This design comes from an exercise in tuning for small area, a short achievable clock period and few clock cycles per item on the open sky130 flow, not from production work.
RTL that was checked went through simulation tests only; none was proved equivalent to the original.
Function not checked in runs 1 and 4: the RTL went through the layout flow alone.
Power and IR drop assume default switching activity.

$ cat flow/config.mk
export PLATFORM = sky130hd
export DESIGN_NAME = band_topk_balanced_selector
export DESIGN_NICKNAME = band_topk_balanced_selector
export VERILOG_FILES = /design/flow/design.v
export SDC_FILE = /design/flow/constraint.sdc
export NUM_CORES = 4
export LEC_CHECK = 0
export CAP_MARGIN = 20
export CORE_MARGIN = 2
export CORE_UTILIZATION = 40
export SETUP_SLACK_MARGIN = 4.5
export SLEW_MARGIN = 20
$ cat flow/constraint.sdc
create_clock -name core_clock -period 8.0 [get_ports {i_clk}]
set_input_delay 1.6000 -clock core_clock [delete_from_list [all_inputs] [get_ports {i_clk}]]
set_output_delay 1.6000 -clock core_clock [all_outputs]
set_load 0.01 [all_outputs]
$ cat flow/design.v
package bts_pkg;
    localparam int HEAP_SLOTS = 10;
    localparam int ADDR_W     = (HEAP_SLOTS > 1) ? $clog2(HEAP_SLOTS) : 1;
    localparam int CNT_W      = $clog2(HEAP_SLOTS + 1);
    localparam int SCORE_W   = 16;
    localparam int INDEX_W   = 16;
    localparam int BAND_W    = 15;
    localparam int CFG_IDX_W = 1;
    localparam int ENTRY_W   = SCORE_W + INDEX_W;
    localparam logic [CFG_IDX_W-1:0] CFG_BAND_LOW  = 1'b0;
    localparam logic [CFG_IDX_W-1:0] CFG_BAND_HIGH = 1'b1;
    localparam logic [BAND_W-1:0] BAND_LOW_RST  = 15'd8192;
    localparam logic [BAND_W-1:0] BAND_HIGH_RST = 15'd16384;
    localparam logic [1:0] KIND_CLEAR = 2'd0;
    localparam logic [1:0] KIND_OFFER = 2'd1;
    localparam logic [1:0] KIND_DRAIN = 2'd2;
    typedef logic [1:0] t_sel;
    localparam t_sel SEL_CUR = 2'd0;
    localparam t_sel SEL_L   = 2'd1;
    localparam t_sel SEL_R   = 2'd2;
    typedef struct packed {
        logic [1:0]                kind;
        logic signed [SCORE_W-1:0] score;
        logic [INDEX_W-1:0]        item_index;
    } t_in;
    typedef struct packed {
        logic [INDEX_W-1:0] sel_index;
        logic               sel_label;
        logic               sel_valid;
        logic               last;
    } t_out;
    typedef struct packed {
        logic signed [SCORE_W-1:0] score;
        logic [INDEX_W-1:0]        index;
    } t_entry;
endpackage
module bts_ram #(
    parameter int DEPTH = 16,
    parameter int WIDTH = 32,
    parameter int AW    = (DEPTH > 1) ? $clog2(DEPTH) : 1
) (
    input  logic             i_clk,
    input  logic             i_we,
    input  logic [AW-1:0]    i_waddr,
    input  logic [WIDTH-1:0] i_wdata,
    input  logic [AW-1:0]    i_raddr_a,
    input  logic [AW-1:0]    i_raddr_b,
    output logic [WIDTH-1:0] o_rdata_a,
    output logic [WIDTH-1:0] o_rdata_b
);
    logic [WIDTH-1:0] r_mem [DEPTH];
    always_ff @(posedge i_clk) begin
        if (i_we) begin
            r_mem[i_waddr] <= i_wdata;
        end
    end
    always_ff @(posedge i_clk) begin
        o_rdata_a <= r_mem[i_raddr_a];
        o_rdata_b <= r_mem[i_raddr_b];
    end
endmodule
module bts_cmp (
    input  logic                      i_neg,
    input  logic signed [bts_pkg::SCORE_W-1:0] i_cur,
    input  logic signed [bts_pkg::SCORE_W-1:0] i_l,
    input  logic                      i_l_ok,
    input  logic signed [bts_pkg::SCORE_W-1:0] i_r,
    input  logic                      i_r_ok,
    output logic [1:0]                o_sel
);
    logic signed [bts_pkg::SCORE_W-1:0] w_best;
    always_comb begin
        w_best = i_cur;
        o_sel  = bts_pkg::SEL_CUR;
        if (i_l_ok && (i_neg ? (i_l > w_best) : (i_l < w_best))) begin
            o_sel  = bts_pkg::SEL_L;
            w_best = i_l;
        end
        if (i_r_ok && (i_neg ? (i_r > w_best) : (i_r < w_best))) begin
            o_sel = bts_pkg::SEL_R;
        end
    end
endmodule
module band_topk_balanced_selector (
    input  logic                 i_clk,
    input  logic                 i_rst_n,
    input  logic                 i_in_valid,
    output logic                 o_in_ready,
    input  logic [33:0]          i_in_data,
    output logic                 o_out_valid,
    input  logic                 i_out_ready,
    output logic [18:0]          o_out_data,
    input  logic                 i_cfg_valid,
    output logic                 o_cfg_ready,
    input  logic [bts_pkg::CFG_IDX_W-1:0] i_cfg_index,
    input  logic [bts_pkg::BAND_W-1:0]    i_cfg_data
);
    localparam int NS     = bts_pkg::HEAP_SLOTS;      
    localparam int NP     = 2 * NS;                   
    localparam int SNAP_K = 6;                        
    localparam int LIVE_P = 2 * (NS - 1 - SNAP_K);    
    function automatic logic key_lt(input logic [15:0] a, input logic [15:0] b);
        logic [15:0] l;
        logic [15:0] g;
        l = ~a & b;
        g = a & ~b;
        for (int w = 1; w < 16; w = w * 2) begin
            for (int k = 0; k < 16; k = k + 2 * w) begin
                l[k] = l[k+w] || (!g[k+w] && l[k]);
                g[k] = g[k+w] || (!l[k+w] && g[k]);
            end
        end
        key_lt = l[0];
    endfunction
    function automatic logic in_band(input logic [14:0] key, input logic neg,
                                     input logic [14:0] lo, input logic [14:0] hi,
                                     input logic [14:0] hm1, input logic hnz);
        logic above_lo;
        logic below_hi;
        above_lo = key_lt({lo, 1'b0}, {key, neg});
        below_hi = neg ? (hnz && key_lt(key, hm1)) : key_lt(key, hi);
        in_band  = above_lo && below_hi;
    endfunction
    logic [bts_pkg::BAND_W-1:0] r_band_low, r_band_high;
    logic [bts_pkg::BAND_W-1:0] r_band_hm1;      
    logic                       r_band_hnz;      
    logic        r_inv;
    logic [1:0]  r_in_kind;
    logic        r_in_neg;
    logic [14:0] r_in_key;
    logic [15:0] r_in_idx;
    logic        r_in_bok;        
    logic        r_skv;
    logic [1:0]  r_sk_kind;
    logic        r_sk_neg;
    logic [14:0] r_sk_key;
    logic [15:0] r_sk_idx;
    logic        r_sk_bok;
    logic        r_txv;
    logic        r_tx_ins;        
    logic        r_tx_drain;
    logic        r_tx_clear;
    logic        r_tx_nop;        
    logic        r_tx_neg;
    logic [14:0] r_tx_key;
    logic [15:0] r_tx_idx;
    logic        r_w [2][NS];     
    logic        r_s [2][4];      
    logic [14:0] r_key  [2][NS];
    logic [15:0] r_idx  [2][NS];
    logic        r_used [2][NS];
    logic        r_dbusy;
    logic        r_m [NP];        
    logic [3:0]  r_rem [2];       
    logic        r_remnz [2];
    logic        r_rem1 [2];
    logic [15:0] r_sidx [2][SNAP_K+1];
    logic        r_out_valid;
    logic [18:0] r_out;
    assign o_cfg_ready = 1'b1;
    assign o_in_ready  = !r_skv;
    assign o_out_valid = r_out_valid;
    assign o_out_data  = r_out;
    logic w_out_free;
    assign w_out_free = !r_out_valid || i_out_ready;
    always_ff @(posedge i_clk) begin
        if (!i_rst_n) begin
            r_band_low  <= bts_pkg::BAND_LOW_RST;
            r_band_high <= bts_pkg::BAND_HIGH_RST;
            r_band_hm1  <= bts_pkg::BAND_HIGH_RST - 15'd1;
            r_band_hnz  <= 1'b1;
        end else if (i_cfg_valid) begin
            if (i_cfg_index == bts_pkg::CFG_BAND_LOW) begin
                r_band_low <= i_cfg_data;
            end else begin
                r_band_high <= i_cfg_data;
                r_band_hm1  <= i_cfg_data - 15'd1;
                r_band_hnz  <= (i_cfg_data != 15'd0);
            end
        end
    end
    logic w_e_live;       
    logic w_conflict;     
    logic w_acc, w_exec, w_mv;
    logic w_do_ins, w_do_drain, w_do_clear;
    always_comb begin
        w_e_live   = 1'b0;
        w_conflict = 1'b0;
        for (int j = 0; j < LIVE_P; j++) begin
            w_e_live = w_e_live || r_m[j];
            if ((r_tx_neg == j[0]) && r_w[j % 2][NS - 1 - j / 2] && r_m[j]) w_conflict = 1'b1;
        end
    end
    assign w_acc      = i_in_valid && !r_skv;
    assign w_exec     = r_txv && (!r_dbusy || r_tx_nop || (!r_tx_drain && !w_e_live) ||
                                  (r_tx_ins && !w_conflict));
    assign w_mv       = r_inv && (!r_txv || w_exec);
    assign w_do_ins   = w_exec && r_tx_ins;
    assign w_do_drain = w_exec && r_tx_drain;
    assign w_do_clear = w_exec && r_tx_clear;
    logic w_a_free;
    logic w_bok;
    logic [14:0] w_key;
    assign w_a_free = !r_inv || w_mv;
    assign w_key    = i_in_data[31] ? ~i_in_data[30:16] : i_in_data[30:16];
    assign w_bok    = in_band(w_key, i_in_data[31], r_band_low, r_band_high, r_band_hm1, r_band_hnz);
    always_ff @(posedge i_clk) begin
        if (!i_rst_n) begin
            r_inv <= 1'b0;
            r_skv <= 1'b0;
        end else begin
            r_inv <= !w_a_free || r_skv || w_acc;
            r_skv <= r_skv ? !w_a_free : (w_acc && !w_a_free);
        end
    end
    always_ff @(posedge i_clk) begin
        if (w_a_free) begin
            if (r_skv) begin
                r_in_kind <= r_sk_kind;
                r_in_neg  <= r_sk_neg;
                r_in_key  <= r_sk_key;
                r_in_idx  <= r_sk_idx;
                r_in_bok  <= r_sk_bok;
            end else begin
                r_in_kind <= i_in_data[33:32];
                r_in_neg  <= i_in_data[31];
                r_in_key  <= w_key;
                r_in_idx  <= i_in_data[15:0];
                r_in_bok  <= w_bok;
            end
        end
        if (!r_skv) begin
            r_sk_kind <= i_in_data[33:32];
            r_sk_neg  <= i_in_data[31];
            r_sk_key  <= w_key;
            r_sk_idx  <= i_in_data[15:0];
            r_sk_bok  <= w_bok;
        end
    end
    logic w_gl   [2][NS];
    logic w_gr   [2][NS];
    logic w_path [2][NS];
    always_comb begin
        for (int h = 0; h < 2; h++) begin
            for (int i = 0; i < NS; i++) begin
                w_gl[h][i]   = 1'b0;
                w_gr[h][i]   = 1'b0;
                w_path[h][i] = 1'b0;
            end
            for (int c = 0; c < NS; c++) begin
                if (2 * c + 2 < NS) begin
                    w_gl[h][c] = r_w[h][2*c+1] && !r_s[h][c];
                    w_gr[h][c] = r_w[h][2*c+1] ? r_s[h][c] : r_w[h][2*c+2];
                end else if (2 * c + 1 < NS) begin
                    w_gl[h][c] = r_w[h][2*c+1];
                end
            end
            w_path[h][0] = w_do_ins && (r_tx_neg == h[0]) && r_w[h][0];
            for (int c = 0; c < NS; c++) begin
                if (2 * c + 1 < NS) w_path[h][2*c+1] = w_path[h][c] && w_gl[h][c];
                if (2 * c + 2 < NS) w_path[h][2*c+2] = w_path[h][c] && w_gr[h][c];
            end
        end
    end
    always_ff @(posedge i_clk) begin
        for (int h = 0; h < 2; h++) begin
            for (int i = 0; i < NS; i++) begin
                if (w_path[h][i]) begin
                    if (w_gl[h][i]) begin
                        r_key[h][i] <= r_key[h][(2*i+1) % NS];
                        r_idx[h][i] <= r_idx[h][(2*i+1) % NS];
                    end else if (w_gr[h][i]) begin
                        r_key[h][i] <= r_key[h][(2*i+2) % NS];
                        r_idx[h][i] <= r_idx[h][(2*i+2) % NS];
                    end else begin
                        r_key[h][i] <= r_tx_key;
                        r_idx[h][i] <= r_tx_idx;
                    end
                end
            end
        end
    end
    always_ff @(posedge i_clk) begin
        for (int h = 0; h < 2; h++) begin
            for (int i = 0; i < NS; i++) begin
                if (!i_rst_n || w_do_clear) begin
                    r_used[h][i] <= 1'b0;
                end else if (w_path[h][i]) begin
                    if (w_gl[h][i]) begin
                        r_used[h][i] <= r_used[h][(2*i+1) % NS];
                    end else if (w_gr[h][i]) begin
                        r_used[h][i] <= r_used[h][(2*i+2) % NS];
                    end else begin
                        r_used[h][i] <= 1'b1;
                    end
                end
            end
        end
    end
    logic w_wk [2][NS];
    logic w_wv;
    logic w_wn [2][NS];
    logic w_sn [2][4];
    logic w_eq [2][4];
    always_comb begin
        w_wv = key_lt(r_tx_key, r_in_key);
        for (int h = 0; h < 2; h++) begin
            for (int j = 0; j < NS; j++) begin
                w_wk[h][j] = !r_used[h][j] || key_lt(r_key[h][j], r_in_key);
            end
            for (int i = 0; i < NS; i++) begin
                if (w_do_clear) begin
                    w_wn[h][i] = 1'b1;
                end else if (w_path[h][i]) begin
                    if (w_gl[h][i]) begin
                        w_wn[h][i] = w_wk[h][(2*i+1) % NS];
                    end else if (w_gr[h][i]) begin
                        w_wn[h][i] = w_wk[h][(2*i+2) % NS];
                    end else begin
                        w_wn[h][i] = w_wv;
                    end
                end else begin
                    w_wn[h][i] = w_wk[h][i];
                end
            end
            for (int c = 0; c < 4; c++) begin
                w_eq[h][c] = (r_tx_key == r_key[h][2*c+1]);
            end
        end
    end
    always_comb begin
        for (int h = 0; h < 2; h++) begin
            for (int c = 0; c < 4; c++) begin
                w_sn[h][c] = r_s[h][c];
            end
            if (w_do_clear) begin
                for (int c = 0; c < 4; c++) w_sn[h][c] = 1'b0;
            end else begin
                if (w_path[h][1]) begin
                    if (w_gl[h][1])      w_sn[h][0] = r_used[h][3] && (!r_used[h][2] || key_lt(r_key[h][2], r_key[h][3]));
                    else if (w_gr[h][1]) w_sn[h][0] = r_used[h][4] && (!r_used[h][2] || key_lt(r_key[h][2], r_key[h][4]));
                    else                 w_sn[h][0] = r_w[h][2];
                end else if (w_path[h][2]) begin
                    if (w_gl[h][2])      w_sn[h][0] = r_used[h][1] && (!r_used[h][5] || key_lt(r_key[h][5], r_key[h][1]));
                    else if (w_gr[h][2]) w_sn[h][0] = r_used[h][1] && (!r_used[h][6] || key_lt(r_key[h][6], r_key[h][1]));
                    else                 w_sn[h][0] = !r_w[h][1] && !w_eq[h][0];
                end
                if (w_path[h][3]) begin
                    if (w_gl[h][3])      w_sn[h][1] = r_used[h][7] && (!r_used[h][4] || key_lt(r_key[h][4], r_key[h][7]));
                    else if (w_gr[h][3]) w_sn[h][1] = r_used[h][8] && (!r_used[h][4] || key_lt(r_key[h][4], r_key[h][8]));
                    else                 w_sn[h][1] = r_w[h][4];
                end else if (w_path[h][4]) begin
                    if (w_gl[h][4])      w_sn[h][1] = r_used[h][3] && (!r_used[h][9] || key_lt(r_key[h][9], r_key[h][3]));
                    else                 w_sn[h][1] = !r_w[h][3] && !w_eq[h][1];
                end
                if (w_path[h][5])      w_sn[h][2] = r_w[h][6];
                else if (w_path[h][6]) w_sn[h][2] = !r_w[h][5] && !w_eq[h][2];
                if (w_path[h][7])      w_sn[h][3] = r_w[h][8];
                else if (w_path[h][8]) w_sn[h][3] = !r_w[h][7] && !w_eq[h][3];
            end
        end
    end
    always_ff @(posedge i_clk) begin
        for (int h = 0; h < 2; h++) begin
            for (int c = 0; c < 4; c++) begin
                if (!i_rst_n) r_s[h][c] <= 1'b0;
                else          r_s[h][c] <= w_sn[h][c];
            end
        end
    end
    always_ff @(posedge i_clk) begin
        if (!i_rst_n) begin
            r_txv <= 1'b0;
        end else begin
            r_txv <= w_mv || (r_txv && !w_exec);
        end
    end
    always_ff @(posedge i_clk) begin
        if (w_mv) begin
            r_tx_ins   <= (r_in_kind == bts_pkg::KIND_OFFER) && r_in_bok;
            r_tx_nop   <= (r_in_kind == 2'd3) || ((r_in_kind == bts_pkg::KIND_OFFER) && !r_in_bok);
            r_tx_drain <= (r_in_kind == bts_pkg::KIND_DRAIN);
            r_tx_clear <= (r_in_kind == bts_pkg::KIND_CLEAR);
            r_tx_neg   <= r_in_neg;
            r_tx_idx   <= r_in_idx;
            r_tx_key   <= r_in_key;
            for (int h = 0; h < 2; h++) begin
                for (int i = 0; i < NS; i++) r_w[h][i] <= w_wn[h][i];
            end
        end
    end
    logic [3:0] r_n;
    logic       r_nz, r_n1, r_n2;
    logic [4:0] r_d;
    logic       w_inc [2];
    logic       w_up;           
    always_comb begin
        for (int h = 0; h < 2; h++) w_inc[h] = w_path[h][0] && !r_used[h][0];
        w_up = (w_inc[0] && r_d[4]) || (w_inc[1] && !r_d[4] && (r_d != 5'd0));
    end
    always_ff @(posedge i_clk) begin
        if (!i_rst_n || w_do_clear) begin
            r_d  <= 5'd0;
            r_n  <= 4'd0;
            r_nz <= 1'b0;
            r_n1 <= 1'b0;
            r_n2 <= 1'b0;
        end else begin
            if (w_inc[0])      r_d <= r_d + 5'd1;
            else if (w_inc[1]) r_d <= r_d - 5'd1;
            if (w_up) begin
                r_n  <= r_n + 4'd1;
                r_nz <= 1'b1;
                r_n1 <= !r_nz;
                r_n2 <= r_n1;
            end
        end
    end
    always_ff @(posedge i_clk) begin
        if (w_do_drain) begin
            for (int h = 0; h < 2; h++) begin
                for (int i = 0; i <= SNAP_K; i++) begin
                    r_sidx[h][i] <= r_idx[h][i];
                end
            end
        end
    end
    logic        w_nz;
    logic        w_remnz [2];
    logic        w_rem1 [2];
    logic [3:0]  w_cur_rem [2];
    logic        w_cand [NP];
    logic        w_pick [NP];
    logic        w_after [NP];
    logic        w_found;
    logic        w_side;
    logic [15:0] w_sel_idx;
    logic        w_last;
    logic        w_emit;
    logic        w_active;
    logic        w_take;
    logic        w_rem1x [2];       
    always_comb begin
        w_nz = r_nz;
        for (int h = 0; h < 2; h++) begin
            w_cur_rem[h] = r_dbusy ? r_rem[h] : r_n;
            w_remnz[h]   = r_dbusy ? r_remnz[h] : w_nz;
            w_rem1[h]    = r_dbusy && r_rem1[h];
            w_rem1x[h]   = r_dbusy ? r_rem1[h] : r_n1;
        end
        w_found   = 1'b0;
        w_side    = 1'b0;
        w_sel_idx = '0;
        for (int j = 0; j < NP; j++) begin
            if (j < LIVE_P) begin
                w_cand[j] = r_dbusy ? r_m[j] : (r_used[j % 2][NS - 1 - j / 2] && w_nz);
            end else begin
                w_cand[j] = r_dbusy && r_m[j];
            end
            w_after[j] = w_found;
            w_pick[j]  = w_cand[j] && !w_found;
            if (w_pick[j]) begin
                w_side = j[0];
                if (j < LIVE_P) w_sel_idx = r_idx[j % 2][NS - 1 - j / 2];
                else            w_sel_idx = r_sidx[j % 2][(NS - 1 - j / 2) % (SNAP_K + 1)];
            end
            w_found = w_found || w_cand[j];
        end
        w_last   = w_side ? (w_rem1[1] && !w_remnz[0]) : (w_rem1[0] && !w_remnz[1]);
        w_active = r_dbusy || w_do_drain;
        w_emit   = w_active && w_out_free && (w_found || (!w_remnz[0] && !w_remnz[1]));
        w_take   = w_emit && w_found;
    end
    always_ff @(posedge i_clk) begin
        if (!i_rst_n) begin
            r_dbusy     <= 1'b0;
            r_out_valid <= 1'b0;
        end else begin
            if (w_emit) begin
                r_dbusy     <= w_found && !w_last;
                r_out_valid <= 1'b1;
            end else begin
                r_dbusy     <= w_active;
                if (i_out_ready) r_out_valid <= 1'b0;
            end
        end
    end
    always_ff @(posedge i_clk) begin
        if (w_emit) begin
            r_out <= w_found ? {w_sel_idx, w_side, 1'b1, w_last} : {16'd0, 1'b0, 1'b0, 1'b1};
        end
        for (int j = 0; j < NP; j++) begin
            if (!w_active) begin
                r_m[j] <= 1'b0;
            end else if (w_take) begin
                r_m[j] <= w_after[j] && (r_dbusy ? r_m[j] : (r_used[j % 2][NS - 1 - j / 2] && w_nz)) &&
                          !((w_side == j[0]) && w_rem1x[j % 2]);
            end else if (!r_dbusy) begin
                r_m[j] <= r_used[j % 2][NS - 1 - j / 2] && w_nz;
            end
        end
        if (w_active) begin
            for (int h = 0; h < 2; h++) begin
                if (w_take && (w_side == h[0])) begin
                    r_rem[h]   <= w_cur_rem[h] - 4'd1;
                    r_remnz[h] <= !w_rem1x[h];
                    r_rem1[h]  <= r_dbusy ? (r_rem[h] == 4'd2) : r_n2;
                end else begin
                    r_rem[h]   <= w_cur_rem[h];
                    r_remnz[h] <= w_remnz[h];
                    r_rem1[h]  <= w_rem1x[h];
                end
            end
        end
    end
endmodule
$ cat flow/run.sh
#!/bin/bash
# synth_recipe.tcl (not shown) runs the flow's synth.tcl, then flattens the netlist and writes it again
# the make line also repeats each setting of config.mk as NAME=value (left out here)
make -C /OpenROAD-flow-scripts/flow DESIGN_CONFIG=/design/flow/config.mk WORK_HOME=/design/flow/orfs CLKGATE_MAP_FILE= SYNTH_SCRIPT=/design/flow/synth_recipe.tcl finish
==> qor.csv, run 1 <==
stage,metric,value,unit
finish,share of cells above drive strength 1,0.160,
floorplan,overall die height,371,um
clock_tree,clock buffer depth,3,
setup_path,CP endpoint,r_s[4],
finish,final net count,5007,
setup_path,WP data required,8670,ps
detailed_routing,wire per inst,29.4,um
synthesis,"FFs w/ async S/R, synth",0,
synthesis,main combinational cell family by area after synthesis,compound AO/OA/AOI/OAI gates,
timing,Setup Viol. Count Final,0,
hold_path,type of the worst min-delay path,register to register,
placed_design,dpl hpwl,134000,um
clock_tree,Clock Tree Root,clkbuf_16,
setup_path,Worst setup EP type,register,
timing,final worst slack,4320,ps
setup_path,Critical R2R Capture,r_s[4],
timing,RSZ-0062 raised after global routing,true,
synthesis,Yosys reg bits,1112,
clock_tree,Worst-path clk slew,70,ps
synthesis,Post-Syn Instances,4812,
synthesis,Post-synth EDFFs,966,
synthesis,Synth Area in Compound Gates,0.161,
clock_tree,# H-tree levels,3,
finish,Final Util,0.472,
placed_design,DP Worst Slack,2670,ps
power_and_ir_drop,Reg power frac,0.498,
setup_path,Setup crit start,r_key[14][0],
timing,Final Cycle Share,0.460,
global_routing,initial antenna violation count,6,
timing,final worst path period need,3680,ps
synthesis,Synth cell types,91,
detailed_routing,post-route ant nets,0,
global_routing,gr usage total,0.284,
power_and_ir_drop,cell internal pwr,9860,uW
floorplan,row cnt,134,
setup_path,"Max FO, Critical Path",2,
setup_path,Startpoint Class,register,
detailed_routing,Vias,42600,
placed_design,routability cong.,0.926,
setup_path,Reg-to-Reg Start,r_key[14][0],
run,max_cap viols,0,
detailed_routing,vias per cell,6.25,
timing,highest clock rate,0.272,GHz
setup_path,Crit Path Class,register to register,
power_and_ir_drop,Clk pwr share,0.429,
detailed_routing,drt first pass iters,6,
synthesis,Post-synth top flop,edfxtp_1,
floorplan,die area,137000,um2
clock_tree,Hold Buf Count CTS,0,
synthesis,adder-cell share of the synthesized area,0.0485,
synthesis,mux share of post-synthesis cell area,0.0191,
floorplan,Initial Utilization,0.403,
global_routing,grt total ovfl,0,
global_routing,first-pass GRT wire length,285000,um
clock_tree,Clock Latency Late Sink,800,ps
synthesis,post-synthesis cell area,53700,um2
setup_path,flop-to-flop setup slack,4320,ps
timing,Final Skew,71.6,ps
status,status,finished clean,
synthesis,Ys Warns,26,
timing,max-slew violation count,0,
detailed_routing,Final Routed Wirelength,200000,um
clock_tree,clock sinks,1112,
timing,Tightest Pin Transition,1290,ps
power_and_ir_drop,worst vdd ir,0.000192,V
placed_design,Port Buffers,75,
detailed_routing,Initial DRC Count,5802,
power_and_ir_drop,Leak,0.0212,uW
synthesis,syn nets,4876,
timing,setup_tns,0,ps
synthesis,register area share after synthesis,0.594,
finish,"Area growth, synth to finish",17.2,%
synthesis,Post-Synth XOR/XNOR Area,0.0258,
global_routing,pin count of the biggest net entering global routing,78,
power_and_ir_drop,PD cells,206,nW/um2
floorplan,Die Width,371,um
clock_tree,CTS tree,yes,
power_and_ir_drop,Switch Pwr,3100,uW
clock_tree,CTS Buf Count,118,
power_and_ir_drop,combinational share of power,0.074,
global_routing,vias in the first global route,40300,
synthesis,Synth Area per Inst,11.2,um2
synthesis,Synth Area in Simple Gates,0.113,
setup_path,worst reg-to-reg path cell count,12,
detailed_routing,final routed DRC violation total,0,
floorplan,io pins,77,
setup_path,Crit path arrival time,4340,ps
timing,Slew HR,0.142,
floorplan,Core ar.,133000,um2
timing,Fin. Hold Viols,0,
power_and_ir_drop,sw frac,0.239,
## cells by family after synthesis
logic type	after synthesis
compound gates	1286
xor+xnor	158
fa+ha+maj	254
buf+inv	544
flops	1112
mux	90
other cells	1
simple gates	1367
## layout by cell type (no fill, tap or decap), drive strengths merged, types with 40 or more instances in the layout
| cell | netlist | final |
|---|---|---|
| a21oi | 234 | 234 |
| a21boi | 40 | 40 |
| nor3 | 84 | 84 |
| nor2 | 407 | 409 |
| xor2 | 61 | 61 |
| clkbuf | 256 | 162 |
| mux2 | 80 | 80 |
| clkdlybuf4s50 | 0 | 59 |
| inv | 223 | 215 |
| a22oi | 168 | 168 |
| buf | 59 | 241 |
| nor2b | 66 | 66 |
| xnor2 | 97 | 97 |
| o22ai | 162 | 162 |
| nand2 | 539 | 540 |
| o21ai | 240 | 240 |
| clkinv | 6 | 54 |
| maj3 | 245 | 245 |
| nand3 | 61 | 61 |
| a221oi | 61 | 61 |
| dfxtp | 146 | 146 |
| edfxtp | 966 | 966 |
| o221ai | 49 | 49 |
| nand2b | 60 | 60 |
| a31oi | 55 | 55 |
## what timing repair did
item / in CTS / in global routing
setup buffers: 73 / 40
gates resized for setup: 234 / 138
cloned: 13 / 2
endpoints found under the setup margin: 507 / 314
pin swaps: 96 / 89
## worst min path at each step
stage	startpoint	endpoint	slack, ps	cells after the start
floorplan	r_idx[0][0]	r_sidx[0][0]	400	0
CTS	r_idx[0][12]	r_sidx[0][12]	420	0
global route	r_idx[10][7]	r_sidx[7][7]	430	0
detailed placement	r_idx[0][12]	r_sidx[0][12]	400	0
global placement	r_idx[10][5]	r_sidx[7][5]	400	0
finish	r_in_idx[6]	r_tx_idx[6]	410	0
## power by group through the flow
stage                     clock, uW  combinational, uW  sequential, uW
after floorplan                   0                485            6520
after global placement            0                768            6570
after detailed placement          0                777            6570
after CTS                      5620                877            6440
after global routing           5830                999            6450
final                          5560                954            6450
## sequential cells by signal (all words and copies together) (netlist names), 4 cells and up
| signal | count |
|---|---|
| r_idx | 320 |
| r_key | 300 |
| r_sidx | 224 |
| r_m | 20 |
| r_used | 20 |
| r_w | 20 |
| r_out | 19 |
| r_in_idx | 16 |
| r_sk_idx | 16 |
| r_tx_idx | 16 |
| r_band_high | 15 |
| r_band_hm1 | 15 |
| r_band_low | 15 |
| r_in_key | 15 |
| r_sk_key | 15 |
| r_tx_key | 15 |
| r_rem | 8 |
| r_s | 8 |
| r_d | 5 |
| r_n | 4 |
## synthesized netlist by cell type (all sizes together) (15+ instances only)
master	instances	share of area
a221oi	61	0.0099
nand4	28	0.0033
nor2	407	0.028
o221ai	49	0.0080
nand2b	60	0.0070
xor2	61	0.0099
a22oi	168	0.023
nor2b	66	0.0078
nand2	539	0.038
o211ai	35	0.0050
xnor2	97	0.016
a222oi	34	0.0063
a221o	23	0.0043
o31ai	18	0.0025
a2111oi	17	0.0030
buf	59	0.0045
edfxtp	966	0.54
o22ai	162	0.019
nor4	32	0.0037
clkbuf	256	0.018
a21boi	40	0.0056
o21ai	240	0.022
nor3	84	0.0078
a31oi	55	0.0064
a211oi	35	0.0049
inv	223	0.016
mux2	80	0.017
a21oi	234	0.022
maj3	245	0.046
or3	15	0.0017
dfxtp	146	0.054
nand3	61	0.0057
and3	17	0.0020
## worst max-delay path, stage by stage (launching register included)
cell and delay (ps):
edfxtp_1 390, nor2b_4 140, maj3_2 310, maj3_2 310, maj3_2 330, maj3_2 310
maj3_2 310, maj3_2 290, maj3_2 300, maj3_2 310, maj3_2 360, o21ai_2 150
a21oi_1 80
## per-stage QoR
step	instances	hold slack, ps	cell area, um2	power (uW)
2_1_floorplan	4812	400	54000	7000
5_1_grt	6810	426	63000	13300
4_1_cts	6767	419	62200	12900
3_5_place_dp	6462	405	56700	7350
6_report	6813	410	63000	13000
3_3_place_gp	6462	401	56700	7340
## final cells by class
cell class | count | area (um2)
Antenna cell | 3 | 7.51
Clock buffer | 157 | 3180
Clock inverter | 62 | 697
Fill cell | 12100 | 70500
Inverter | 229 | 926
Multi-Input combinational cell | 3159 | 20900
Sequential cell | 1112 | 31900
Tap cell | 1768 | 2210
Timing Repair Buffer | 317 | 3030
Timing Repair inverter | 6 | 37.5
## layer usage
layer  up-vias  track usage  wire, um
met1     21000        0.370     77700
li1      18400            -         -
met5         -            0        11
met3       557       0.0513     18600
met2      2650        0.451     91600
met4         2        0.152     12200
==> inputs of run 2 (changes only) <==
--- a/flow/design.v
+++ b/flow/design.v
@@ -113,15 +113,11 @@
         key_lt = l[0];
     endfunction
     function automatic logic in_band(input logic [14:0] key, input logic neg,
-                                     input logic [14:0] lo, input logic [14:0] hi,
-                                     input logic [14:0] hm1, input logic hnz);
-        logic above_lo;
-        logic below_hi;
-        above_lo = key_lt({lo, 1'b0}, {key, neg});
-        below_hi = neg ? (hnz && key_lt(key, hm1)) : key_lt(key, hi);
-        in_band  = above_lo && below_hi;
+                                     input logic [14:0] lo, input logic [14:0] hm1,
+                                     input logic hnz);
+        in_band = key_lt({lo, 1'b0}, {key, neg}) && hnz && key_lt({key, neg}, {hm1, 1'b1});
     endfunction
-    logic [bts_pkg::BAND_W-1:0] r_band_low, r_band_high;
+    logic [bts_pkg::BAND_W-1:0] r_band_low;
     logic [bts_pkg::BAND_W-1:0] r_band_hm1;      
     logic                       r_band_hnz;      
     logic        r_inv;
@@ -131,6 +127,7 @@
     logic [15:0] r_in_idx;
     logic        r_in_bok;        
     logic        r_skv;
+    logic        r_rdy;           
     logic [1:0]  r_sk_kind;
     logic        r_sk_neg;
     logic [14:0] r_sk_key;
@@ -158,7 +155,7 @@
     logic        r_out_valid;
     logic [18:0] r_out;
     assign o_cfg_ready = 1'b1;
-    assign o_in_ready  = !r_skv;
+    assign o_in_ready  = r_rdy;
     assign o_out_valid = r_out_valid;
     assign o_out_data  = r_out;
     logic w_out_free;
@@ -166,14 +163,12 @@
     always_ff @(posedge i_clk) begin
         if (!i_rst_n) begin
             r_band_low  <= bts_pkg::BAND_LOW_RST;
-            r_band_high <= bts_pkg::BAND_HIGH_RST;
             r_band_hm1  <= bts_pkg::BAND_HIGH_RST - 15'd1;
             r_band_hnz  <= 1'b1;
         end else if (i_cfg_valid) begin
             if (i_cfg_index == bts_pkg::CFG_BAND_LOW) begin
                 r_band_low <= i_cfg_data;
             end else begin
-                r_band_high <= i_cfg_data;
                 r_band_hm1  <= i_cfg_data - 15'd1;
                 r_band_hnz  <= (i_cfg_data != 15'd0);
             end
@@ -191,7 +186,7 @@
             if ((r_tx_neg == j[0]) && r_w[j % 2][NS - 1 - j / 2] && r_m[j]) w_conflict = 1'b1;
         end
     end
-    assign w_acc      = i_in_valid && !r_skv;
+    assign w_acc      = i_in_valid && r_rdy;
     assign w_exec     = r_txv && (!r_dbusy || r_tx_nop || (!r_tx_drain && !w_e_live) ||
                                   (r_tx_ins && !w_conflict));
     assign w_mv       = r_inv && (!r_txv || w_exec);
@@ -203,14 +198,16 @@
     logic [14:0] w_key;
     assign w_a_free = !r_inv || w_mv;
     assign w_key    = i_in_data[31] ? ~i_in_data[30:16] : i_in_data[30:16];
-    assign w_bok    = in_band(w_key, i_in_data[31], r_band_low, r_band_high, r_band_hm1, r_band_hnz);
+    assign w_bok    = in_band(w_key, i_in_data[31], r_band_low, r_band_hm1, r_band_hnz);
     always_ff @(posedge i_clk) begin
         if (!i_rst_n) begin
             r_inv <= 1'b0;
             r_skv <= 1'b0;
+            r_rdy <= 1'b1;
         end else begin
             r_inv <= !w_a_free || r_skv || w_acc;
             r_skv <= r_skv ? !w_a_free : (w_acc && !w_a_free);
+            r_rdy <= r_skv ? w_a_free : !(w_acc && !w_a_free);
         end
     end
     always_ff @(posedge i_clk) begin
--- a/flow/config.mk
+++ b/flow/config.mk
@@ -8,5 +8,5 @@
 export CAP_MARGIN = 20
 export CORE_MARGIN = 2
 export CORE_UTILIZATION = 40
-export SETUP_SLACK_MARGIN = 4.5
+export SETUP_SLACK_MARGIN = 5.0
 export SLEW_MARGIN = 20
==> run 2 against run 1 <==
Utilization increased by 2.9 points. Setup slack gained 220 ps. Hold slack got worse by 29 ps. Area after synthesis fell by 0.93%. Largest power group unchanged. Design area rose by 4.8%. Register-to-register slack improved by 270 ps. Die area decreased by 0.92%.
==> qor.csv, run 2 <==
stage,metric,value,unit,change
status,status,finished clean,,
detailed_routing,Final Routed Wirelength,209000,um,+4.3%
power_and_ir_drop,PD cells,198,nW/um2,-3.6%
synthesis,synth cell count leaders,"edfxtp_1 (966), nand2_1 (480), nor2_1 (402)",,
placed_design,dpl hpwl,131000,um,-1.8%
timing,final worst slack,4540,ps,+218 ps
placed_design,Port Buffers,75,,unchanged
placed_design,placed cell area,56500,um2,-0.33%
detailed_routing,met1 wire length,80300,um,+3.3%
synthesis,syn nets,4820,,-1.1%
timing,final worst path period need,3460,ps,-218 ps
detailed_routing,final routed DRC violation total,0,,unchanged
clock_tree,Clock Latency Late Sink,800,ps,about the same
synthesis,Synth top area share,0.545,,+0.00509
finish,"Most flops, register",r_idx,,
synthesis,"count leader, synth",edfxtp_1,,
clock_tree,clock sinks,1098,,-1.3%
timing,highest clock rate,0.289,GHz,+6.3%
finish,fin area,66000,um2,+4.8%
timing,Tightest Pin Transition,1180,ps,-102 ps
floorplan,row cnt,133,,-0.75%
timing,max-slew violation count,0,,unchanged
floorplan,die area,136000,um2,-0.92%
synthesis,Yosys reg bits,1098,,-1.3%
power_and_ir_drop,Leak,0.0226,uW,+6.3%
floorplan,Initial Utilization,0.404,,+0.00127
timing,Final Cycle Share,0.432,,-0.0273
timing,Setup Viol. Count Final,0,,unchanged
detailed_routing,Vias,44300,,+4.0%
finish,final net count,5144,,+2.7%
clock_tree,CTS Buf Count,118,,unchanged
run,max_cap viols,0,,unchanged
synthesis,Synth Area per Inst,11.2,um2,+0.23%
global_routing,vias in the first global route,40300,,+0.13%
global_routing,grt total ovfl,0,,unchanged
timing,Slew HR,0.210,,+0.0677
clock_tree,# H-tree levels,3,,unchanged
detailed_routing,routed wl met2,90300,um,-1.5%
synthesis,register area share after synthesis,0.595,,about the same
timing,hold slack,381,ps,-28.9 ps
setup_path,Worst setup EP type,register,,
global_routing,pin count of the biggest net entering global routing,79,,+1.3%
power_and_ir_drop,worst vdd ir,0.000174,V,-9.4%
detailed_routing,Initial DRC Count,7100,,+22%
synthesis,"top cells by area, synth","edfxtp_1 (54%), dfxtp_1 (5.0%), nand2_1 (3.4%)",,
synthesis,Synth cell types,96,,+5.5%
setup_path,Startpoint Class,input pin,,
synthesis,"FFs w/ async S/R, synth",0,,unchanged
global_routing,gr usage total,0.291,,+0.00691
finish,final cell count without fillers,6940,,+1.9%
finish,share of cells above drive strength 1,0.226,,+0.0666
setup_path,Crit Path Class,input pin to register,,
clock_tree,Hold Buf Count CTS,0,,unchanged
floorplan,Core ar.,132000,um2,-1.2%
detailed_routing,drt first pass iters,9,,+3
hold_path,type of the worst min-delay path,register to register,,
floorplan,io pins,77,,unchanged
finish,max FFs per register,320,,unchanged
timing,Fin. Hold Viols,0,,unchanged
clock_tree,Worst-path clk slew,60,ps,about the same
synthesis,biggest area consumer among synthesized cells,edfxtp_1,,
clock_tree,clock buffer depth,3,,unchanged
detailed_routing,met3 wire length,27800,um,+50%
setup_path,WP data required,8500,ps,-170 ps
placed_design,routability cong.,0.962,,+4.0%
floorplan,Die Width,369,um,-0.46%
finish,"commonest non-fill, non-tap cells in the layout","edfxtp_1 (966), nand2_1 (459), nor2_1 (360), buf_4 (261), a22oi_1 (213)",,
global_routing,first-pass GRT wire length,288000,um,+1.3%
detailed_routing,post-route ant nets,0,,unchanged
finish,top flop regs,"r_idx x320, r_key x300, r_sidx x224",,
detailed_routing,DR top layer,met4,,
timing,setup_tns,0,ps,unchanged
detailed_routing,vias per cell,6.38,,+2.1%
clock_tree,Clock Tree Root,clkbuf_16,,
finish,"commonest non-fill, non-tap cell in the layout",edfxtp_1,,
setup_path,"Max FO, Critical Path",8,,+6
synthesis,Post-synth EDFFs,966,,unchanged
setup_path,Crit path arrival time,3960,ps,-380 ps
global_routing,initial antenna violation count,2,,-4
finish,antenna cell count,0,,-3
synthesis,Post-Syn Instances,4756,,-1.2%
clock_tree,CTS tree,yes,,
timing,RSZ-0062 raised after global routing,true,,
synthesis,post-synthesis cell area,53200,um2,-0.93%
synthesis,Ys Warns,26,,unchanged
timing,Final Skew,72.5,ps,+0.829 ps
placed_design,placed insts,6416,,-0.71%
floorplan,overall die height,369,um,-0.46%
finish,"Area growth, synth to finish",24.0,%,
placed_design,DP Worst Slack,2980,ps,+318 ps
synthesis,Post-synth top flop,edfxtp_1,,
detailed_routing,wire per inst,30.1,um,+2.4%
[run 2: final timing paths]
check                     start       endpoint  slack (ps)  cells after the start
setup / recovery  i_in_data[31]       r_in_bok        4540                     15
hold / removal    r_idx[10][14]  r_sidx[7][14]         380                      0
setup reg to reg    r_in_key[0]        r_w[13]        4590                     13
hold reg to reg   r_idx[10][14]  r_sidx[7][14]         380                      0
[run 2: stage by stage]
stage	util	total power, uW
2_1_floorplan	-	6890
3_3_place_gp	0.428	7230
3_5_place_dp	0.429	7240
4_1_cts	0.483	13000
5_1_grt	0.501	13400
6_report	0.501	13100
[run 2: logic make-up (layout without fill, tap and decap cells)]
group | after synthesis | after routing | synth area share
AOI/OAI and AO/OA | 1374 | 1374 | 0.175
other | 1 | 1 | 0.0000704
buffers and inverters | 536 | 958 | 0.0386
adders and majority gates | 187 | 187 | 0.0363
xor gates and xnor gates | 158 | 158 | 0.0260
muxes | 88 | 88 | 0.0184
and+or+nand+nor | 1314 | 1321 | 0.111
DFF | 1098 | 1098 | 0.595
[run 2: report_power, final]
group,leakage [uW],switching [uW],internal [uW]
clock network,0.00198,2460,3270
registers,0.00981,76.6,6270
logic,0.0108,654,374
[run 2: worst max-delay path, stage by stage]
cell and delay [ps]:
buf_12 110, buf_12 130, buf_8 120, xnor2_4 200, a221oi_4 110, o31ai_4 90, o22ai_4 140, a211oi_2 310
o21ai_2 110, a211oi_2 270, buf_4 190, nor4_4 40, nor4_2 270, o2111a_1 220, nor2_1 50
[run 2: timing repair]
action	4_1_cts	5_1_grt
pin swaps	180	191
gates cloned	20	14
setup endpoints to repair	889	634
resized for setup	462	317
buffers inserted	172	93
[run 2: routing by layer]
metal | vias up | global-route usage
met3 | 551 | 0.0762
met5 | - | 0
met2 | 3312 | 0.434
li1 | 18700 | -
met1 | 21700 | 0.402
met4 | 0 | 0.116
[run 2: cell type report]
| type | instances | area [um2] |
|---|---|---|
| Multi-Input combinational cell | 3129 | 21900 |
| Sequential cell | 1098 | 31700 |
| Clock inverter | 77 | 891 |
| Timing Repair Buffer | 490 | 5110 |
| Clock buffer | 148 | 3160 |
| Inverter | 237 | 998 |
| Timing Repair inverter | 6 | 48.8 |
| Fill cell | 11600 | 65800 |
| Tap cell | 1755 | 2200 |
Testbench counts of run 2, summed over its fixed seeds: cycles 7,246, items 4,800.
==> inputs of run 3 (changes only) <==
--- a/flow/config.mk
+++ b/flow/config.mk
@@ -8,5 +8,5 @@
 export CAP_MARGIN = 20
 export CORE_MARGIN = 2
 export CORE_UTILIZATION = 40
-export SETUP_SLACK_MARGIN = 5.0
+export SETUP_SLACK_MARGIN = 4.5
 export SLEW_MARGIN = 20
==> run 3 against run 2 <==
Via count is 3.9% lower. Maximum frequency about the same. Final cell count fell by 2.7%. Design area fell by 5.4%. Hold slack improved by 28 ps. Global-route usage decreased by 1.2 points. Critical endpoint is now r_w[15]. Largest power group unchanged.
==> qor.csv, run 3 <==
stage,metric,value,unit,change
clock_tree,Worst-path clk slew,70,ps,about the same
hold_path,Hold Path Depth,0,,unchanged
detailed_routing,vias per cell,6.30,,-1.2%
setup_path,worst reg-to-reg path cell count,14,,+1
finish,fillcell total,11800,,+2.3%
floorplan,die area,136000,um2,unchanged
setup_path,Crit path arrival time,3960,ps,about the same
global_routing,initial antenna violation count,6,,+4
setup_path,slowest CP cell,edfxtp_1,,
detailed_routing,final routed DRC violation total,0,,unchanged
clock_tree,# H-tree levels,3,,unchanged
floorplan,row cnt,133,,unchanged
detailed_routing,Vias,42600,,-3.9%
synthesis,syn nets,4820,,unchanged
timing,Fin. Hold Viols,0,,unchanged
global_routing,vias in the first global route,39300,,-2.5%
timing,Tightest Pin Transition,1150,ps,-32.1 ps
finish,"Most flops, register",r_idx,,
synthesis,Synth Area in Compound Gates,0.175,,unchanged
synthesis,Post-Syn Instances,4756,,unchanged
setup_path,Crit Path Class,register to register,,
clock_tree,CTS Buf Count,116,,-1.7%
placed_design,routability cong.,0.926,,-3.8%
setup_path,WP data required,8510,ps,about the same
clock_tree,clock sinks,1098,,unchanged
global_routing,grt total ovfl,0,,unchanged
synthesis,"FFs w/ async S/R, synth",0,,unchanged
synthesis,Post-synth EDFFs,966,,unchanged
setup_path,"Max FO, Critical Path",4,,-4
global_routing,gr usage total,0.279,,-0.0121
floorplan,Initial Utilization,0.404,,unchanged
synthesis,Post-synth top flop,edfxtp_1,,
global_routing,pin count of the biggest net entering global routing,78,,-1.3%
finish,max FFs per register,320,,unchanged
detailed_routing,wire per inst,29.2,um,-3.1%
power_and_ir_drop,PD cells,208,nW/um2,+4.7%
setup_path,Worst setup EP type,register,,
finish,final net count,4956,,-3.7%
detailed_routing,post-route ant nets,0,,unchanged
synthesis,biggest area consumer among synthesized cells,edfxtp_1,,
synthesis,main combinational cell family by area after synthesis,compound AO/OA/AOI/OAI gates,,
power_and_ir_drop,Leak,0.0211,uW,-6.5%
global_routing,first-pass GRT wire length,279000,um,-3.3%
synthesis,register area share after synthesis,0.595,,unchanged
finish,"commonest non-fill, non-tap cells in the layout","edfxtp_1 (966), nand2_1 (465), nor2_1 (374), o21ai_0 (246), a21oi_1 (226)",,
timing,Setup Viol. Count Final,0,,unchanged
floorplan,io pins,77,,unchanged
synthesis,adder-cell share of the synthesized area,0.0363,,unchanged
detailed_routing,Final Routed Wirelength,197000,um,-5.7%
synthesis,Synth Area per Inst,11.2,um2,unchanged
finish,share of cells above drive strength 1,0.149,,-0.0779
finish,"Area growth, synth to finish",17.3,%,
synthesis,post-synthesis cell area,53200,um2,unchanged
synthesis,Synth Area in Simple Gates,0.111,,unchanged
status,status,finished clean,,
placed_design,placed insts,6407,,-0.14%
synthesis,Ys Warns,26,,unchanged
timing,Final Skew,80.1,ps,+7.69 ps
synthesis,mux share of post-synthesis cell area,0.0184,,unchanged
synthesis,Synth top area share,0.545,,unchanged
timing,final worst path period need,3460,ps,-3.01 ps
floorplan,Die Width,369,um,unchanged
timing,setup_tns,0,ps,unchanged
timing,Slew HR,0.232,,+0.0214
clock_tree,Clock Latency Late Sink,790,ps,about the same
placed_design,dpl hpwl,130000,um,-1.4%
synthesis,Post-Synth XOR/XNOR Area,0.0260,,unchanged
run,max_cap viols,0,,unchanged
floorplan,Core ar.,132000,um2,unchanged
synthesis,Synth cell types,96,,unchanged
finish,final cell count without fillers,6752,,-2.7%
finish,"commonest non-fill, non-tap cell in the layout",edfxtp_1,,
setup_path,critical-path cell list,"buf_6, buf_12, nor2b_1, maj3_1, maj3_1, maj3_2, a2111oi_4, o32a_1, a2111oi_2, a2111oi_2, buf_4, o311ai_1, nand3_1, o21ai_2",,
clock_tree,Clock Tree Root,clkbuf_16,,
timing,highest clock rate,0.289,GHz,about the same
setup_path,Startpoint Class,register,,
floorplan,overall die height,369,um,unchanged
clock_tree,clock buffer depth,3,,unchanged
detailed_routing,drt first pass iters,8,,-1
detailed_routing,Initial DRC Count,6599,,-7.1%
setup_path,"slowest stage delay, CP",380,ps,+70 ps
synthesis,synth cell count leaders,"edfxtp_1 (966), nand2_1 (480), nor2_1 (402)",,
placed_design,Port Buffers,75,,unchanged
hold_path,type of the worst min-delay path,register to register,,
synthesis,"count leader, synth",edfxtp_1,,
timing,Final Cycle Share,0.432,,about the same
clock_tree,CTS tree,yes,,
finish,top flop regs,"r_idx x320, r_key x300, r_sidx x224",,
synthesis,"top cells by area, synth","edfxtp_1 (54%), dfxtp_1 (5.0%), nand2_1 (3.4%)",,
power_and_ir_drop,worst vdd ir,0.000184,V,+5.6%
synthesis,Yosys reg bits,1098,,unchanged
timing,max-slew violation count,0,,unchanged
timing,RSZ-0062 raised after global routing,true,,
-- run 3: cell counts after synthesis --
No cell type changed its count.
-- run 3: final timing paths --
path,start,to,slack [ps]
setup reg to reg,r_in_key[0],r_w[15],4540
hold / removal,r_idx[6][3],r_sidx[6][3],410
hold reg to reg,r_idx[6][3],r_sidx[6][3],410
setup / recovery,r_in_key[0],r_w[15],4540
-- run 3: metrics by stage --
stage                util  worst slack, ps  power, uW  area (um2)  hold WS [ps]
finish              0.474             4540      13000       62500           409
global route        0.474             4400      13300       62400           412
CTS                 0.467             4480      12900       61600           409
detailed placement  0.428             3050       7240       56400           405
global placement    0.428             3010       7230       56400           401
floorplan               -             3580       6890       53700           400
-- run 3: per-layer routing --
metal	vias up	track usage	part of all wire
met1	20900	0.391	0.40
met2	2940	0.413	0.43
met3	435	0.0731	0.13
met4	2	0.104	0.040
met5	-	0	0.000066
li1	18300	-	-
-- run 3: power by group --
part,internal (uW),switching (uW),leakage [uW]
registers,6270,71.8,0.00980
logic,321,607,0.00934
clock network,3270,2430,0.00195
total,9860,3110,0.0211
-- run 3: area by class of cell --
type | instances | area, um2 | area share
well taps | 1755 | 2200 | 0.0352
inverters | 237 | 956 | 0.0153
diodes | 2 | 5.00 | 0.0000801
repair buffers | 308 | 3100 | 0.0496
clock buffers | 153 | 3170 | 0.0508
multi-input cells | 3127 | 20500 | 0.328
repair inverters | 4 | 30.0 | 0.000481
clock inverters | 68 | 875 | 0.0140
flip-flops and latches | 1098 | 31700 | 0.507
-- run 3: critical path, delay by kind of cell (launching register included) --
| family | cells | cell delay [ps] |
|---|---|---|
| adders and majority gates | 3 | 1080 |
| AOI/OAI and AO/OA | 6 | 990 |
| buffers and inverters | 3 | 440 |
| DFF | 1 | 380 |
| and+or+nand+nor | 2 | 320 |
-- run 3: cells by family (layout without fill, tap and decap cells) --
kind of cell	Yosys count	count (layout)
other cells	1	3
flops	1098	1098
buf+inv	536	770
simple gates	1314	1319
compound gates	1374	1374
mux	88	88
fa+ha+maj	187	187
xor+xnor	158	158
-- run 3: what timing repair did --
item                                   4_1_cts  5_1_grt
hold buffers                                 0        0
resized for setup                           98      120
setup buffers                               65       39
cloned                                      11        7
setup endpoints to repair                  601      322
pin swaps                                   21       44
endpoints found under the hold margin        0        0
==> inputs of run 4 (changes only) <==
--- a/flow/design.v
+++ b/flow/design.v
@@ -190,9 +190,9 @@
     assign w_exec     = r_txv && (!r_dbusy || r_tx_nop || (!r_tx_drain && !w_e_live) ||
                                   (r_tx_ins && !w_conflict));
     assign w_mv       = r_inv && (!r_txv || w_exec);
-    assign w_do_ins   = w_exec && r_tx_ins;
-    assign w_do_drain = w_exec && r_tx_drain;
-    assign w_do_clear = w_exec && r_tx_clear;
+    assign w_do_ins   = r_txv && r_tx_ins && (!r_dbusy || !w_conflict);
+    assign w_do_drain = r_txv && r_tx_drain && !r_dbusy;
+    assign w_do_clear = r_txv && r_tx_clear && (!r_dbusy || !w_e_live);
     logic w_a_free;
     logic w_bok;
     logic [14:0] w_key;
@@ -236,6 +236,7 @@
     end
     logic w_gl   [2][NS];
     logic w_gr   [2][NS];
+    logic w_pre  [2][NS];
     logic w_path [2][NS];
     always_comb begin
         for (int h = 0; h < 2; h++) begin
@@ -252,11 +253,13 @@
                     w_gl[h][c] = r_w[h][2*c+1];
                 end
             end
-            w_path[h][0] = w_do_ins && (r_tx_neg == h[0]) && r_w[h][0];
+            for (int i = 0; i < NS; i++) w_pre[h][i] = 1'b0;
+            w_pre[h][0] = r_txv && r_tx_ins && (r_tx_neg == h[0]) && r_w[h][0];
             for (int c = 0; c < NS; c++) begin
-                if (2 * c + 1 < NS) w_path[h][2*c+1] = w_path[h][c] && w_gl[h][c];
-                if (2 * c + 2 < NS) w_path[h][2*c+2] = w_path[h][c] && w_gr[h][c];
+                if (2 * c + 1 < NS) w_pre[h][2*c+1] = w_pre[h][c] && w_gl[h][c];
+                if (2 * c + 2 < NS) w_pre[h][2*c+2] = w_pre[h][c] && w_gr[h][c];
             end
+            for (int i = 0; i < NS; i++) w_path[h][i] = w_pre[h][i] && (!r_dbusy || !w_conflict);
         end
     end
     always_ff @(posedge i_clk) begin
@@ -429,6 +432,7 @@
     logic        w_cand [NP];
     logic        w_pick [NP];
     logic        w_after [NP];
+    logic        w_incl [NP];
     logic        w_found;
     logic        w_side;
     logic [15:0] w_sel_idx;
@@ -445,24 +449,29 @@
             w_rem1[h]    = r_dbusy && r_rem1[h];
             w_rem1x[h]   = r_dbusy ? r_rem1[h] : r_n1;
         end
-        w_found   = 1'b0;
-        w_side    = 1'b0;
-        w_sel_idx = '0;
         for (int j = 0; j < NP; j++) begin
             if (j < LIVE_P) begin
                 w_cand[j] = r_dbusy ? r_m[j] : (r_used[j % 2][NS - 1 - j / 2] && w_nz);
             end else begin
                 w_cand[j] = r_dbusy && r_m[j];
             end
-            w_after[j] = w_found;
-            w_pick[j]  = w_cand[j] && !w_found;
-            if (w_pick[j]) begin
-                w_side = j[0];
-                if (j < LIVE_P) w_sel_idx = r_idx[j % 2][NS - 1 - j / 2];
-                else            w_sel_idx = r_sidx[j % 2][(NS - 1 - j / 2) % (SNAP_K + 1)];
+            w_incl[j] = w_cand[j];
+        end
+        for (int d = 1; d < NP; d = d * 2) begin
+            for (int j = NP - 1; j >= d; j--) begin
+                w_incl[j] = w_incl[j] || w_incl[j-d];
             end
-            w_found = w_found || w_cand[j];
         end
+        w_side    = 1'b0;
+        w_sel_idx = '0;
+        for (int j = 0; j < NP; j++) begin
+            w_after[j] = (j == 0) ? 1'b0 : w_incl[j-1];
+            w_pick[j]  = w_cand[j] && !w_after[j];
+            if (j % 2 == 1) w_side = w_side || w_pick[j];
+            if (j < LIVE_P) w_sel_idx = w_sel_idx | ({16{w_pick[j]}} & r_idx[j % 2][NS - 1 - j / 2]);
+            else            w_sel_idx = w_sel_idx | ({16{w_pick[j]}} & r_sidx[j % 2][(NS - 1 - j / 2) % (SNAP_K + 1)]);
+        end
+        w_found = w_incl[NP-1];
         w_last   = w_side ? (w_rem1[1] && !w_remnz[0]) : (w_rem1[0] && !w_remnz[1]);
         w_active = r_dbusy || w_do_drain;
         w_emit   = w_active && w_out_free && (w_found || (!w_remnz[0] && !w_remnz[1]));
==> run 4 against run 3 <==
Highest routed layer unchanged. Clock skew down 4.8 ps. Clock-buffer cell count down 11. Die area up 1.0%. Utilization down 1.4 points. Still clean on timing, DRC and antenna. Area after synthesis up 1.0%. Design area down 1.8%. Clock power down 3.5%. Sequential power about the same. Largest power group unchanged.
==> qor.csv, run 4 <==
stage,metric,value,unit,change
synthesis,Synth top area share,0.539,,-0.00561
timing,Slew HR,0.200,,-0.0318
setup_path,"slowest stage delay, CP",550,ps,+170 ps
hold_path,Hold EP,r_sidx[3][14],,
clock_tree,Worst-path clk slew,60,ps,about the same
clock_tree,clock sinks,1098,,unchanged
floorplan,row cnt,134,,+0.75%
power_and_ir_drop,worst vdd ir,0.000170,V,-7.5%
synthesis,Ys Warns,28,,+7.7%
global_routing,first-pass GRT wire length,281000,um,+0.69%
global_routing,initial antenna violation count,7,,+1
floorplan,die area,137000,um2,+1.0%
timing,hold slack,381,ps,-27.6 ps
setup_path,Crit path arrival time,4000,ps,+40 ps
synthesis,Post-Syn Instances,4808,,+1.1%
timing,Setup Viol. Count Final,0,,unchanged
setup_path,WP data required,8470,ps,-40 ps
setup_path,Worst setup EP type,register,,
clock_tree,Clock Tree Root,clkbuf_16,,
synthesis,"FFs w/ async S/R, synth",0,,unchanged
global_routing,gr usage total,0.279,,about the same
global_routing,grt total ovfl,0,,unchanged
setup_path,slowest CP cell,edfxtp_1,,
finish,share of cells above drive strength 1,0.113,,-0.0356
placed_design,routability cong.,0.945,,+2.1%
synthesis,Post-synth top flop,edfxtp_1,,
finish,final net count,4907,,-0.99%
detailed_routing,vias per cell,6.36,,+0.91%
synthesis,Yosys reg bits,1098,,unchanged
global_routing,vias in the first global route,40200,,+2.1%
placed_design,Port Buffers,75,,unchanged
synthesis,"top cells by area, synth","edfxtp_1 (54%), dfxtp_1 (4.9%), nand2_1 (3.2%)",,
setup_path,Reg-to-Reg Start,r_w[4],,
placed_design,DP Worst Slack,3370,ps,+316 ps
floorplan,overall die height,371,um,+0.51%
global_routing,met2 Use GR,0.414,,+0.00171
global_routing,GR Util met3,0.0742,,+0.00115
detailed_routing,Vias,42700,,+0.31%
finish,"Most flops, register",r_idx,,
timing,max-slew violation count,0,,unchanged
finish,"commonest non-fill, non-tap cell in the layout",edfxtp_1,,
synthesis,"count leader, synth",edfxtp_1,,
synthesis,register area share after synthesis,0.588,,-0.00613
timing,Final Cycle Share,0.441,,+0.00856
synthesis,post-synthesis cell area,53800,um2,+1.0%
detailed_routing,Final Routed Wirelength,196000,um,-0.45%
floorplan,Core ar.,133000,um2,+1.3%
setup_path,Startpoint Class,register,,
floorplan,io pins,77,,unchanged
floorplan,Initial Utilization,0.403,,-0.000876
synthesis,synth cell count leaders,"edfxtp_1 (966), nand2_1 (459), nor2_1 (375)",,
detailed_routing,wire per inst,29.2,um,+0.14%
setup_path,flop-to-flop setup slack,4480,ps,-70 ps
clock_tree,CTS Buf Count,114,,-1.7%
power_and_ir_drop,Tot Pwr,12700,uW,-2.4%
finish,"Area growth, synth to finish",14.0,%,
hold_path,type of the worst min-delay path,register to register,,
power_and_ir_drop,PD cells,206,nW/um2,-0.63%
synthesis,Synth cell types,87,,-9.4%
placed_design,placed cell area,56900,um2,+0.85%
hold_path,Hold Path Depth,0,,unchanged
synthesis,biggest area consumer among synthesized cells,edfxtp_1,,
power_and_ir_drop,Leak,0.0204,uW,-3.1%
finish,fin area,61300,um2,-1.8%
global_routing,met1 Track Usage GR,0.386,,-0.00574
clock_tree,Clock Latency Late Sink,780,ps,about the same
setup_path,"Max FO, Critical Path",18,,+14
detailed_routing,Initial DRC Count,6650,,+0.77%
clock_tree,# H-tree levels,3,,unchanged
detailed_routing,final routed DRC violation total,0,,unchanged
clock_tree,CTS tree,yes,,
setup_path,Crit Path Class,register to register,,
timing,setup_tns,0,ps,unchanged
synthesis,Synth Area per Inst,11.2,um2,about the same
hold_path,HP Start,r_idx[3][14],,
synthesis,syn nets,4872,,+1.1%
timing,Tightest Pin Transition,1200,ps,+47.8 ps
finish,max FFs per register,320,,unchanged
timing,Fin. Hold Viols,0,,unchanged
global_routing,pin count of the biggest net entering global routing,172,,+120%
detailed_routing,post-route ant nets,0,,unchanged
timing,final worst path period need,3520,ps,+68.5 ps
synthesis,Post-synth EDFFs,966,,unchanged
timing,highest clock rate,0.284,GHz,-1.9%
setup_path,worst reg-to-reg path cell count,8,,-6
status,status,finished clean,,
placed_design,dpl hpwl,125000,um,-3.3%
timing,final worst slack,4480,ps,-68.5 ps
timing,Final Skew,75.4,ps,-4.77 ps
setup_path,Crit path top cell by count,buf_4,,
detailed_routing,drt first pass iters,8,,unchanged
global_routing,busiest grt layer,met2,,
floorplan,Die Width,371,um,+0.51%
timing,RSZ-0062 raised after global routing,true,,
clock_tree,clock buffer depth,3,,unchanged
run,max_cap viols,0,,unchanged
setup_path,Critical R2R Capture,r_idx[9][2],,
finish,top flop regs,"r_idx x320, r_key x300, r_sidx x224",,
finish,"commonest non-fill, non-tap cells in the layout","edfxtp_1 (966), nand2_1 (450), nor2_1 (356), a21oi_1 (245), inv_1 (217)",,
setup_path,critical-path cell list,"or2_2, buf_4, nand2_2, buf_4, nor2_4, nand2_1, clkinvlp_4, buf_4",,
==> run 4: cell count changes after synthesis, sizes merged, moves of 16 or more <==
cell / change
a221oi: +41
a22o: +19
a22oi: -42
clkbuf: +16
mux2i: +32
nand2: -21
nor2: -30
nor2b: +39
o21ai: -39
o221ai: +18
o22ai: +23
==> run 4: final cells by class <==
class / count / area [um2]
antenna: 2 / 5.00
sequential: 1098 / 31700
clock inverter: 73 / 778
timing repair buffer: 240 / 2220
multi-input combinational: 3147 / 20500
tap: 1768 / 2210
fill: 12200 / 72100
inverter: 239 / 950
timing repair inverter: 3 / 22.5
clock buffer: 142 / 3040
==> run 4: power by group <==
part	switching, uW	total (uW)	internal, uW	leakage [uW]
combinational	561	827	266	0.00875
clock	2400	5500	3090	0.00186
sequential	70.1	6340	6270	0.00984
==> run 4: worst max-delay path by stage <==
stage | end | cells after the start | startpoint
2_1_floorplan | r_sidx[0][0] | 9 | r_dbusy
3_3_place_gp | r_in_bok | 11 | i_in_data[31]
3_5_place_dp | r_in_bok | 11 | i_in_data[31]
4_1_cts | r_idx[19][14] | 10 | r_w[19]
5_1_grt | r_w[1] | 11 | r_in_key[0]
6_report | r_idx[9][2] | 8 | r_w[4]
==> run 4: what timing repair did <==
| item | in CTS | in global routing |
|---|---|---|
| resized for setup | 44 | 57 |
| endpoints found under the setup margin | 283 | 126 |
| cloned | 3 | 0 |
| setup buffers | 16 | 13 |
| hold buffers | 0 | 0 |
| pin swaps | 3 | 4 |
==> run 4: layer usage <==
metal  wire [um]  vias to the layer above
met2       84400                     2840
met3       24700                      501
met5         281                        -
met1       78700                    21000
li1            -                    18300
met4        7870                       13
==> run 4: logic make-up after synthesis <==
logic type	synth area share
AND/OR/NAND/NOR	0.110
buffers and inverters	0.0399
flip-flops	0.588
adder cells (fa/ha/maj)	0.0352
AO/OA/AOI/OAI	0.176
other	0.0000697
multiplexers	0.0241
XOR/XNOR	0.0259
==> run 4: worst max-delay path, delay by kind of cell, from the launching register on <==
family	cells	cell delay (ps)
DFF	1	550
buffers and inverters	4	1540
and+or+nand+nor	4	1090
==> run 4: through the flow <==
step           utilization  cells
4_1_cts              0.457   6694
3_3_place_gp         0.426   6457
3_5_place_dp         0.426   6460
5_1_grt              0.460   6710
6_report             0.460   6712
2_1_floorplan            -   4808

[static timing again, ports no longer ideal]
Ports are ideal in the flow. The routed layouts listed here were re-timed in OpenROAD. Step 1 sets driving cells, clkbuf_16 on the clock port and buf_2 on the other inputs (assumed; they add their load-dependent delay and slew). Step 2, shift: input delay + t, output delay - t, t = (earliest + latest rising clock arrival at the registers) / 2. This alone moves slack from input paths to output paths. a / b / c = ideal / step 1 / step 2; a / b = the first two.
| run | t (ns) | setup slack, ns | latest minus earliest clock arrival (ns) |
|---|---|---|---|
| run 1 | 0.841 | 4.322 / 4.322 / 3.616 | 0.072 / 0.072 |
| run 2 | 0.843 | 4.541 / 4.572 / 3.729 | 0.078 / 0.078 |
| run 3 | 0.835 | 4.544 / 4.544 / 3.852 | 0.080 / 0.081 |
| run 4 | 0.822 | 4.475 / 4.475 / 3.864 | 0.079 / 0.079 |
After both steps every run listed still meets setup and hold. The setup slack of run 2, which loses most, moves by +0.031 ns with the drivers and by -0.812 ns with both steps.
